Background: an optimization exercise with open tools, aiming at small area and a short achievable clock period. Do not read the settings as production practice. Function was checked by simulation only, so behaviour that the tests miss may differ from the original. The clock port is modelled as an ideal driver, which makes a skipped or thinned clock tree look cheaper than it is; a real chip needs a root buffer or a tree. Power figures rest on the tool's default switching activity, not on a simulated workload.

v42:
Design controlTop, start of the top module:
module controlTop (
  input  logic                       CLK,
  input  logic                       arstN,
  input  logic [32-1:0]    controlWord,
  input  logic [6-1:0]  aluStatus,
  input  logic [16-1:0]    freg,
  input  logic [16-1:0]    greg,
  input  logic [16-1:0]    hreg,
  output logic [16-1:0]    progRomAdd,
  output logic [16-1:0]    ramAdd,
  output logic [16-1:0]    dataRomAdd,
  output logic [16-1:0]    gpuAdd,
  output logic [3-1:0] operand1,
  output logic [3-1:0] operand2,
  output logic [3-1:0] results,
  output ctrlPkg::aluFunc_t          aluOperation,
  output logic [3:0]                 aluParams,
  output ctrlPkg::busSource_t        busState,
  output logic                       aluReadBus,
  output logic                       ramWrite,
  output logic                       gpuWrite,
  output logic [16-1:0]    dout
);
Settings: LEC_CHECK=0, CAP_MARGIN=20, CORE_MARGIN=2, CORE_UTILIZATION=65, PLACE_DENSITY=0.7, SETUP_SLACK_MARGIN=3.0, SLEW_MARGIN=20, TNS_END_PERCENT=5; clock period 5.0 ns.
standard.sh (not shown) runs the stock make flow with config.mk's settings and CLKGATE_MAP_FILE= SYNTH_SCRIPT=/design/flow/synth_recipe.tcl, a recipe that flattens the netlist after the stock synthesis.
==> flow/flow/run.sh <==
#!/bin/bash
# The standard layout (bash standard.sh), with the clock tree built by
# flow/clock_tree.tcl instead of TritonCTS, ports buffered with buf_4 and
# no delay cells used as buffers after placement. Each tool's full output
# is in orfs/logs/; this script's own output is in run_flow.log.
set -euo pipefail
here="$(pwd)"
export PRE_CTS_TCL="$here/flow/cts_hook.tcl"
export PRE_RESIZE_TCL="$here/flow/dont_use_delay.tcl"
export PRE_GLOBAL_ROUTE_TCL="$here/flow/dont_use_delay.tcl"
export BUFFER_PORTS_ARGS="-buffer_cell sky130_fd_sc_hd__buf_4"
export MIDS_PER_ROOT=8
export LEAF_SINKS=28
bash standard.sh PRE_CTS_TCL="$PRE_CTS_TCL" PRE_RESIZE_TCL="$PRE_RESIZE_TCL" \
  PRE_GLOBAL_ROUTE_TCL="$PRE_GLOBAL_ROUTE_TCL" BUFFER_PORTS_ARGS="$BUFFER_PORTS_ARGS" \
  finish 2>&1 | tee "$here/run_flow.log"
==> flow/flow/cts_hook.tcl <==
# Sourced by ORFS's cts.tcl before it runs clock_tree_synthesis: replace
# that command with the tree builder of clock_tree.tcl. The rest of the
# CTS step (legalisation, timing repair) runs as in the standard flow.
source [file join [file dirname [info script]] dont_use_delay.tcl]
source [file join [file dirname [info script]] clock_tree.tcl]
rename clock_tree_synthesis ""
proc clock_tree_synthesis {args} {
  build_two_level_clock_tree
}
==> flow/flow/dont_use_delay.tcl <==
# Keep the resizer from using delay cells as buffers in this step (they
# are slow and only meant for hold fixing, which this design does not need).
set_dont_use [get_lib_cells {sky130_fd_sc_hd__clkdlybuf4s* sky130_fd_sc_hd__dlygate4sd* sky130_fd_sc_hd__dlymetal6s*}]
Other scripts of this flow, unchanged in this note and not shown: flow/flow/clock_tree.tcl
Setup changes, v42 to v48
- changing TNS_END_PERCENT from 5 to 10
- changing SETUP_SLACK_MARGIN from 3.0 to 2.8
[summary]
- v42 reports its launch point of the critical path as fetchSeq.pc[0] while v48 reports fetchSeq.pc[8].
- Compared with v42, v48 shows a lower leakage power figure.
- Going from v42 to v48, met3 wirelength from detailed routing now smaller, global-route wire length before repair now smaller, post-route fraction of the period consumed by the critical path now smaller, endpoint required time on the critical path comparable.
- v48 has completed all stages; timing, DRC and antenna checks passed.
- When the final numbers for v48 and v42 were put side by side, the worst slew margin relative to its limit turned out to be smaller in v42.
- v48 — cell area about 1.7% lower, v42 as reference
- NOTE: post-route worst setup slack in v48 exceeds that of v42
diff inputs: v48 => v8
- SETUP_SLACK_MARGIN changed from 2.8 to 2.7
- TNS_END_PERCENT removed (was 10)
Findings:
Looking at v48 and v8, the area growth from synthesis to layout is a wash. Looking at start-to-end type of the worst setup path, the flip-flop to output pin result is from v48; the input port to flip-flop one comes from v8. The data arrival time of the critical path reported for v8 is greater than that of v48 by 1570 ps. Instance area at placement: v48 and v8 compared, higher one is v8.
#### Input delta (v22 over v8)
- SETUP_SLACK_MARGIN now 2.6, was 2.7
==> flow/flow/run.sh <==
#!/bin/bash
# The standard layout (bash standard.sh), with the clock tree built by
# flow/clock_tree.tcl instead of TritonCTS. Each tool's full output is in
# orfs/logs/; this script's own output is in run_flow.log.
set -euo pipefail
here="$(pwd)"
export PRE_CTS_TCL="$here/flow/cts_hook.tcl"
export MIDS_PER_ROOT=8
export LEAF_SINKS=28
bash standard.sh PRE_CTS_TCL="$PRE_CTS_TCL" finish 2>&1 | tee "$here/run_flow.log"
==> flow/flow/cts_hook.tcl <==
# Sourced by ORFS's cts.tcl before it runs clock_tree_synthesis: replace
# that command with the tree builder of clock_tree.tcl. The rest of the
# CTS step (legalisation, timing repair) runs as in the standard flow.
source [file join [file dirname [info script]] clock_tree.tcl]
rename clock_tree_synthesis ""
proc clock_tree_synthesis {args} {
  build_two_level_clock_tree
}
removed: flow/flow/dont_use_delay.tcl
[summary]
v22: all stages complete, timing, DRC and antenna checks passed. As far as number of antenna-violating nets in the routed design goes, v22 and v8 are indistinguishable; the numbers are identical. Final worst clock skew (lower): v22. Diff v8 and v22: wire length higher in v22. Final cell utilization of the core: v8 vs v22 — no meaningful difference. Looking at slowest cell on the critical path, the sky130_fd_sc_hd__o21ai_4 result is from v8; the sky130_fd_sc_hd__clkdlybuf4s50_1 one comes from v22. v22 vs. v8: highest cell delay on the worst timing path shows an increase of 300 ps, global-route usage higher, maximum clock rate decreased 4.6%. Changes observed in v22 relative to v8: combined flip-flop and latch cell area stayed essentially flat; filler-free cell count of the finished design held. As of v22, wire length of the first global-routing pass had risen by a few percent compared to v8.
In every run of this note, the design's own scripts or RTL, not TritonCTS, make the clock network.

port drivers added, routing unchanged:
Ports are ideal in the flow. The routed layouts listed here were re-timed in OpenROAD. Step 1 assumes that a clkbuf_16 drives the clock port and a buf_2 every other input. Step 2 also shifts input and output timing later by t, the mid clock arrival at the registers, as if the neighbouring blocks saw the same clock. Three values: no drivers, after step 1, after step 2; two values: the first two.
run | t (ns) | setup WS [ns] | clock arrival spread, ns
v42 | 0.774 | 2.569 / 2.392 / 1.823 | 0.066 / 0.066
v48 | 0.749 | 2.704 / 2.537 / 1.923 | 0.057 / 0.058
v8 | 0.762 | 2.686 / 2.549 / 1.957 | 0.067 / 0.067
v22 | 0.754 | 2.574 / 2.470 / 1.958 | 0.050 / 0.050
After both steps every run listed still meets setup and hold. The setup slack of v48, which loses most, moves by -0.167 ns with the drivers and by -0.781 ns with both steps.
